This is an optimization exercise on Yosys and OpenROAD, whose aim is small area, a short achievable clock period and few clock cycles per item, not a production implementation.

==> flow/design.v <==
package sha256_pkg;
  localparam int unsigned WordW   = 32;
  localparam int unsigned BlkWds  = 16;
  localparam int unsigned HashWds = 8;
  localparam logic VAR_SHA256 = 1'b0;
  localparam logic VAR_SHA224 = 1'b1;
  function automatic logic [31:0] ror(input logic [31:0] x, input int unsigned n);
    ror = (x >> n) | (x << (32 - n));
  endfunction
  function automatic logic [31:0] bsig0(input logic [31:0] x);
    bsig0 = ror(x, 2) ^ ror(x, 13) ^ ror(x, 22);
  endfunction
  function automatic logic [31:0] bsig1(input logic [31:0] x);
    bsig1 = ror(x, 6) ^ ror(x, 11) ^ ror(x, 25);
  endfunction
  function automatic logic [31:0] ssig0(input logic [31:0] x);
    ssig0 = ror(x, 7) ^ ror(x, 18) ^ (x >> 3);
  endfunction
  function automatic logic [31:0] ssig1(input logic [31:0] x);
    ssig1 = ror(x, 17) ^ ror(x, 19) ^ (x >> 10);
  endfunction
  function automatic logic [31:0] iv_word(input logic variant, input logic [2:0] i);
    logic [31:0] r;
    r = '0;
    if (variant == VAR_SHA224) begin
      case (i)
        3'd0: r = 32'hc1059ed8;
        3'd1: r = 32'h367cd507;
        3'd2: r = 32'h3070dd17;
        3'd3: r = 32'hf70e5939;
        3'd4: r = 32'hffc00b31;
        3'd5: r = 32'h68581511;
        3'd6: r = 32'h64f98fa7;
        default: r = 32'hbefa4fa4;
      endcase
    end else begin
      case (i)
        3'd0: r = 32'h6a09e667;
        3'd1: r = 32'hbb67ae85;
        3'd2: r = 32'h3c6ef372;
        3'd3: r = 32'ha54ff53a;
        3'd4: r = 32'h510e527f;
        3'd5: r = 32'h9b05688c;
        3'd6: r = 32'h1f83d9ab;
        default: r = 32'h5be0cd19;
      endcase
    end
    iv_word = r;
  endfunction
  function automatic logic [31:0] k_const(input logic [5:0] t);
    logic [31:0] r;
    case (t)
      6'd0: r = 32'h428a2f98;  6'd1: r = 32'h71374491;  6'd2: r = 32'hb5c0fbcf;
      6'd3: r = 32'he9b5dba5;  6'd4: r = 32'h3956c25b;  6'd5: r = 32'h59f111f1;
      6'd6: r = 32'h923f82a4;  6'd7: r = 32'hab1c5ed5;  6'd8: r = 32'hd807aa98;
      6'd9: r = 32'h12835b01;  6'd10: r = 32'h243185be; 6'd11: r = 32'h550c7dc3;
      6'd12: r = 32'h72be5d74; 6'd13: r = 32'h80deb1fe; 6'd14: r = 32'h9bdc06a7;
      6'd15: r = 32'hc19bf174; 6'd16: r = 32'he49b69c1; 6'd17: r = 32'hefbe4786;
      6'd18: r = 32'h0fc19dc6; 6'd19: r = 32'h240ca1cc; 6'd20: r = 32'h2de92c6f;
      6'd21: r = 32'h4a7484aa; 6'd22: r = 32'h5cb0a9dc; 6'd23: r = 32'h76f988da;
      6'd24: r = 32'h983e5152; 6'd25: r = 32'ha831c66d; 6'd26: r = 32'hb00327c8;
      6'd27: r = 32'hbf597fc7; 6'd28: r = 32'hc6e00bf3; 6'd29: r = 32'hd5a79147;
      6'd30: r = 32'h06ca6351; 6'd31: r = 32'h14292967; 6'd32: r = 32'h27b70a85;
      6'd33: r = 32'h2e1b2138; 6'd34: r = 32'h4d2c6dfc; 6'd35: r = 32'h53380d13;
      6'd36: r = 32'h650a7354; 6'd37: r = 32'h766a0abb; 6'd38: r = 32'h81c2c92e;
      6'd39: r = 32'h92722c85; 6'd40: r = 32'ha2bfe8a1; 6'd41: r = 32'ha81a664b;
      6'd42: r = 32'hc24b8b70; 6'd43: r = 32'hc76c51a3; 6'd44: r = 32'hd192e819;
      6'd45: r = 32'hd6990624; 6'd46: r = 32'hf40e3585; 6'd47: r = 32'h106aa070;
      6'd48: r = 32'h19a4c116; 6'd49: r = 32'h1e376c08; 6'd50: r = 32'h2748774c;
      6'd51: r = 32'h34b0bcb5; 6'd52: r = 32'h391c0cb3; 6'd53: r = 32'h4ed8aa4a;
      6'd54: r = 32'h5b9cca4f; 6'd55: r = 32'h682e6ff3; 6'd56: r = 32'h748f82ee;
      6'd57: r = 32'h78a5636f; 6'd58: r = 32'h84c87814; 6'd59: r = 32'h8cc70208;
      6'd60: r = 32'h90befffa; 6'd61: r = 32'ha4506ceb; 6'd62: r = 32'hbef9a3f7;
      default: r = 32'hc67178f2;
    endcase
    k_const = r;
  endfunction
endpackage
module sha256_core (
  input  logic        clk,
  input  logic        rst,
  input  logic        variant,
  input  logic        src_valid,
  input  logic [31:0] src_word,
  input  logic        src_len2,     
  output logic        want,         
  output logic        take,
  output logic        out_valid,
  input  logic        out_ready,
  output logic [31:0] out_word,
  output logic [2:0]  out_idx,
  output logic        out_last
);
  logic [15:0][31:0] w;
  logic [31:0] a, b, c, d, e, f, g, p;
  logic [3:0][31:0] ha, he;
  logic [5:0] r;
  logic       run, fin;
  logic       cur_first, cur_last;
  logic       have0;        
  logic [31:0] w_new, s1, s0, ch, mj, a_new, e_new, sum_a, sum_e, hsel_a, hsel_e;
  logic [31:0] px, p_new;
  logic        stall, adv, need, opt, start, new_first, fold, shift;
  logic [1:0]  fidx;
  always_comb begin
    need      = run && (r <= 6'd13);
    opt       = !have0 && (run ? (r >= 6'd62) : 1'b1);
    stall     = run && ((need && !src_valid) || (r == 6'd61 && out_valid));
    adv       = run && !stall;
    start     = !run && have0 && src_valid;
    new_first = !fin || cur_last;
    fold      = (adv && r >= 6'd61) || (fin && (cur_last || start));
    want      = need || opt || (!run && have0);
    take      = want && src_valid;
    shift     = take || (adv && r >= 6'd14 && r <= 6'd61);
  end
  assign w_new = sha256_pkg::ssig1(w[14]) + w[9] + sha256_pkg::ssig0(w[1]) + w[0];
  always_ff @(posedge clk) begin
    if (shift) begin
      for (int i = 0; i < 15; i++) w[i] <= w[i+1];
      w[15] <= take ? src_word : w_new;
    end
  end
  always_comb begin
    if (run) fidx = (r == 6'd61) ? 2'd3 : (r == 6'd62) ? 2'd2 : 2'd1;
    else     fidx = 2'd0;
    hsel_a = cur_first ? sha256_pkg::iv_word(variant, {1'b0, fidx}) : ha[3];
    hsel_e = cur_first ? sha256_pkg::iv_word(variant, {1'b1, fidx}) : he[3];
    sum_a  = hsel_a + a;
    sum_e  = hsel_e + e;
  end
  always_ff @(posedge clk) begin
    if (fold) begin
      ha <= {ha[2:0], sum_a};
      he <= {he[2:0], sum_e};
    end
  end
  always_comb begin
    s1    = sha256_pkg::bsig1(e);
    s0    = sha256_pkg::bsig0(a);
    ch    = (e & f) ^ (~e & g);
    mj    = (a & b) ^ (a & c) ^ (b & c);
    a_new = p + s1 + ch + s0 + mj;
    e_new = d + p + s1 + ch;
    px    = run ? g : (new_first ? sha256_pkg::iv_word(variant, 3'd7) : he[2]);
    p_new = px + sha256_pkg::k_const(r + 6'd1) + w[15];
  end
  always_ff @(posedge clk) begin
    if (adv) begin
      a <= a_new; b <= a; c <= b; d <= c;
      e <= e_new; f <= e; g <= f;
      p <= p_new;
    end else if (start) begin
      if (new_first) begin
        a <= sha256_pkg::iv_word(variant, 3'd0);
        b <= sha256_pkg::iv_word(variant, 3'd1);
        c <= sha256_pkg::iv_word(variant, 3'd2);
        d <= sha256_pkg::iv_word(variant, 3'd3);
        e <= sha256_pkg::iv_word(variant, 3'd4);
        f <= sha256_pkg::iv_word(variant, 3'd5);
        g <= sha256_pkg::iv_word(variant, 3'd6);
      end else begin
        a <= sum_a; b <= ha[0]; c <= ha[1]; d <= ha[2];
        e <= sum_e; f <= he[0]; g <= he[1];
      end
      p <= p_new;
    end
  end
  always_ff @(posedge clk) begin
    if (rst) begin
      run       <= 1'b0;
      fin       <= 1'b0;
      r         <= 6'd63;
      cur_first <= 1'b1;
      cur_last  <= 1'b0;
      have0     <= 1'b0;
    end else begin
      if (opt && src_valid) have0 <= 1'b1;
      else if (start) have0 <= 1'b0;
      if (adv) begin
        if (r == 6'd63) begin
          run <= 1'b0;
          fin <= 1'b1;
        end else begin
          r <= r + 6'd1;
        end
      end else if (start) begin
        run       <= 1'b1;
        fin       <= 1'b0;
        r         <= 6'd0;
        cur_first <= new_first;
        cur_last  <= 1'b0;
      end else if (fin && cur_last) begin
        fin <= 1'b0;
      end
      if (adv && need && src_len2) cur_last <= 1'b1;
    end
  end
  always_comb begin
    out_word = out_idx[2] ? he[out_idx[1:0]] : ha[out_idx[1:0]];
    out_last = (out_idx == ((variant == sha256_pkg::VAR_SHA224) ? 3'd6 : 3'd7));
  end
  always_ff @(posedge clk) begin
    if (rst) begin
      out_valid <= 1'b0;
      out_idx   <= '0;
    end else if (fin && cur_last) begin
      out_valid <= 1'b1;
      out_idx   <= '0;
    end else if (out_valid && out_ready) begin
      out_idx <= out_idx + 3'd1;
      if (out_last) out_valid <= 1'b0;
    end
  end
endmodule
module sha256_hash_engine_top (
  input  logic        clk,
  input  logic        rst,
  input  logic        cfg_valid,
  output logic        cfg_ready,
  input  logic        cfg_data,
  input  logic        s_axis_tvalid,
  output logic        s_axis_tready,
  input  logic [39:0] s_axis_tdata,    
  input  logic        s_axis_tlast,
  output logic        m_axis_tvalid,
  input  logic        m_axis_tready,
  output logic [39:0] m_axis_tdata,    
  output logic        m_axis_tlast
);
  localparam logic [1:0] S_DATA = 2'd0, S_P80 = 2'd1, S_ZERO = 2'd2, S_LEN2 = 2'd3;
  logic [1:0]  src_st;
  logic [3:0]  pos;         
  logic [58:0] words;       
  logic [1:0]  tail;        
  logic        variant;
  logic [2:0]  cnt;
  logic [31:0] in_word, pad_calc, gen_word, out_word;
  logic        gen_valid, fill;
  logic        buf_valid, buf_len2;
  logic [31:0] buf_word;
  logic [2:0]  out_idx;
  logic        want, take, out_valid, out_last;
  assign in_word = s_axis_tdata[31:0];
  assign cnt     = (s_axis_tdata[34:32] > 3'd4) ? 3'd4 : s_axis_tdata[34:32];
  always_comb begin
    case (cnt)
      3'd1:    pad_calc = {in_word[31:24], 24'h80_0000};
      3'd2:    pad_calc = {in_word[31:16], 16'h8000};
      3'd3:    pad_calc = {in_word[31:8], 8'h80};
      default: pad_calc = 32'h8000_0000;
    endcase
  end
  always_comb begin
    gen_valid = (src_st != S_DATA) || s_axis_tvalid;
    case (src_st)
      S_DATA:  gen_word = (!s_axis_tlast || cnt == 3'd4) ? in_word : pad_calc;
      S_P80:   gen_word = 32'h8000_0000;
      S_ZERO:  gen_word = (pos == 4'd14) ? words[58:27] : 32'd0;
      default: gen_word = {words[26:0], tail, 3'd0};
    endcase
  end
  assign fill = !buf_valid || take;
  always_ff @(posedge clk) begin
    if (rst) begin
      buf_valid <= 1'b0;
      src_st    <= S_DATA;
      pos       <= '0;
      words     <= '0;
      tail      <= '0;
      variant   <= sha256_pkg::VAR_SHA256;
    end else begin
      if (cfg_valid) variant <= cfg_data;
      if (fill) buf_valid <= gen_valid;
      if (fill && gen_valid) begin
        pos <= pos + 4'd1;
        case (src_st)
          S_DATA: begin
            if (!s_axis_tlast || cnt == 3'd4) words <= words + 59'd1;
            if (s_axis_tlast) begin
              tail   <= cnt[1:0];
              src_st <= (cnt == 3'd4) ? S_P80 : S_ZERO;
            end
          end
          S_P80:  src_st <= S_ZERO;
          S_ZERO: if (pos == 4'd14) src_st <= S_LEN2;
          default: begin
            src_st <= S_DATA;
            words  <= '0;
            tail   <= '0;
          end
        endcase
      end
    end
  end
  always_ff @(posedge clk) begin
    if (fill) begin
      buf_word <= gen_word;
      buf_len2 <= (src_st == S_LEN2);
    end
  end
  always_comb begin
    cfg_ready     = 1'b1;
    s_axis_tready = fill && (src_st == S_DATA);
    m_axis_tvalid = out_valid;
    m_axis_tdata  = {5'd0, out_idx, out_word};
    m_axis_tlast  = out_last;
  end
  sha256_core u_core (
    .clk       (clk),
    .rst       (rst),
    .variant   (variant),
    .src_valid (buf_valid),
    .src_word  (buf_word),
    .src_len2  (buf_len2),
    .want      (want),
    .take      (take),
    .out_valid (out_valid),
    .out_ready (m_axis_tready),
    .out_word  (out_word),
    .out_idx   (out_idx),
    .out_last  (out_last)
  );
endmodule
Settings: LEC_CHECK=0, CAP_MARGIN=20, CORE_MARGIN=2, CORE_UTILIZATION=40, SETUP_SLACK_MARGIN=3.0, SLEW_MARGIN=20, TNS_END_PERCENT=100; clock period 8.5 ns.
run.sh (not shown) runs the stock make flow with config.mk's settings and CLKGATE_MAP_FILE= SYNTH_SCRIPT=/design/flow/synth_recipe.tcl, a recipe that flattens the netlist after the stock synthesis.
Next try:
--- a/flow/design.v
+++ b/flow/design.v
@@ -20,4 +20,28 @@
     ssig1 = ror(x, 17) ^ ror(x, 19) ^ (x >> 10);
   endfunction
+  function automatic logic [31:0] csa_s(input logic [31:0] x, input logic [31:0] y,
+                                        input logic [31:0] z);
+    csa_s = x ^ y ^ z;
+  endfunction
+  function automatic logic [31:0] csa_c(input logic [31:0] x, input logic [31:0] y,
+                                        input logic [31:0] z);
+    logic [31:0] m;
+    m = (x & y) | (x & z) | (y & z);
+    csa_c = {m[30:0], 1'b0};
+  endfunction
+  function automatic logic [31:0] add_ks(input logic [31:0] x, input logic [31:0] y);
+    logic [31:0] gg, pp, g2, p2;
+    gg = x & y;
+    pp = x ^ y;
+    for (int l = 1; l < 32; l = l * 2) begin
+      g2 = gg; p2 = pp;
+      for (int i = l; i < 32; i++) begin
+        g2[i] = gg[i] | (pp[i] & gg[i-l]);
+        p2[i] = pp[i] & pp[i-l];
+      end
+      gg = g2; pp = p2;
+    end
+    add_ks = x ^ y ^ {gg[30:0], 1'b0};
+  endfunction
   function automatic logic [31:0] iv_word(input logic variant, input logic [2:0] i);
     logic [31:0] r;
@@ -101,4 +125,5 @@
   logic [31:0] w_new, s1, s0, ch, mj, a_new, e_new, sum_a, sum_e, hsel_a, hsel_e;
   logic [31:0] px, p_new;
+  logic [31:0] t1s, t1c, e1s, e1c, a1s, a1c, a2s, a2c;
   logic        stall, adv, need, opt, start, new_first, fold, shift;
   logic [1:0]  fidx;
@@ -141,6 +166,14 @@
     ch    = (e & f) ^ (~e & g);
     mj    = (a & b) ^ (a & c) ^ (b & c);
-    a_new = p + s1 + ch + s0 + mj;
-    e_new = d + p + s1 + ch;
+    t1s   = sha256_pkg::csa_s(p, ch, s1);
+    t1c   = sha256_pkg::csa_c(p, ch, s1);
+    e1s   = sha256_pkg::csa_s(t1s, t1c, d);
+    e1c   = sha256_pkg::csa_c(t1s, t1c, d);
+    a1s   = sha256_pkg::csa_s(t1s, t1c, mj);
+    a1c   = sha256_pkg::csa_c(t1s, t1c, mj);
+    a2s   = sha256_pkg::csa_s(a1s, a1c, s0);
+    a2c   = sha256_pkg::csa_c(a1s, a1c, s0);
+    a_new = sha256_pkg::add_ks(a2s, a2c);
+    e_new = sha256_pkg::add_ks(e1s, e1c);
     px    = run ? g : (new_first ? sha256_pkg::iv_word(variant, 3'd7) : he[2]);
     p_new = px + sha256_pkg::k_const(r + 6'd1) + w[15];
Result: Cell count fell by 2.4%; area after synthesis fell by about 1.4%; worst setup slack loses 0.036 ns; core utilization rose by 0.21 points; routed wire length fell by 2.4%; maximum frequency fell by about 0.6%; via count fell by 1.2%; clock-buffer cell count rose by 11; die area fell by about 1.3%; non-clock buffer count fell by 41.
No run of this note included a check of the RTL's function; only the layout flow was run.

-- re-timing with driven ports --
Ports are ideal in the flow. The routed layouts listed here were re-timed in OpenROAD. Step 1 sets driving cells, clkbuf_16 on the clock port and buf_2 on the other inputs (assumed; they add their load-dependent delay and slew). Step 2, shift: input delay + t, output delay - t, t = (earliest + latest rising clock arrival at the registers) / 2. This alone moves slack from input paths to output paths. Slacks: ideal / step 1 / step 2; pairs: ideal / step 1.
run | shift t [ns] | setup WS [ns] | clock arrival spread, ns | worst data-port slew with drivers (ns) | cell pins on the clock port's net
the first run | 0.851 | 2.944 / 2.944 / 2.944 | 0.067 / 0.067 | 0.04 | 1
the second run | 0.854 | 2.908 / 2.908 / 2.908 | 0.056 / 0.056 | 0.16 | 1
After both steps every run listed still meets setup and hold.
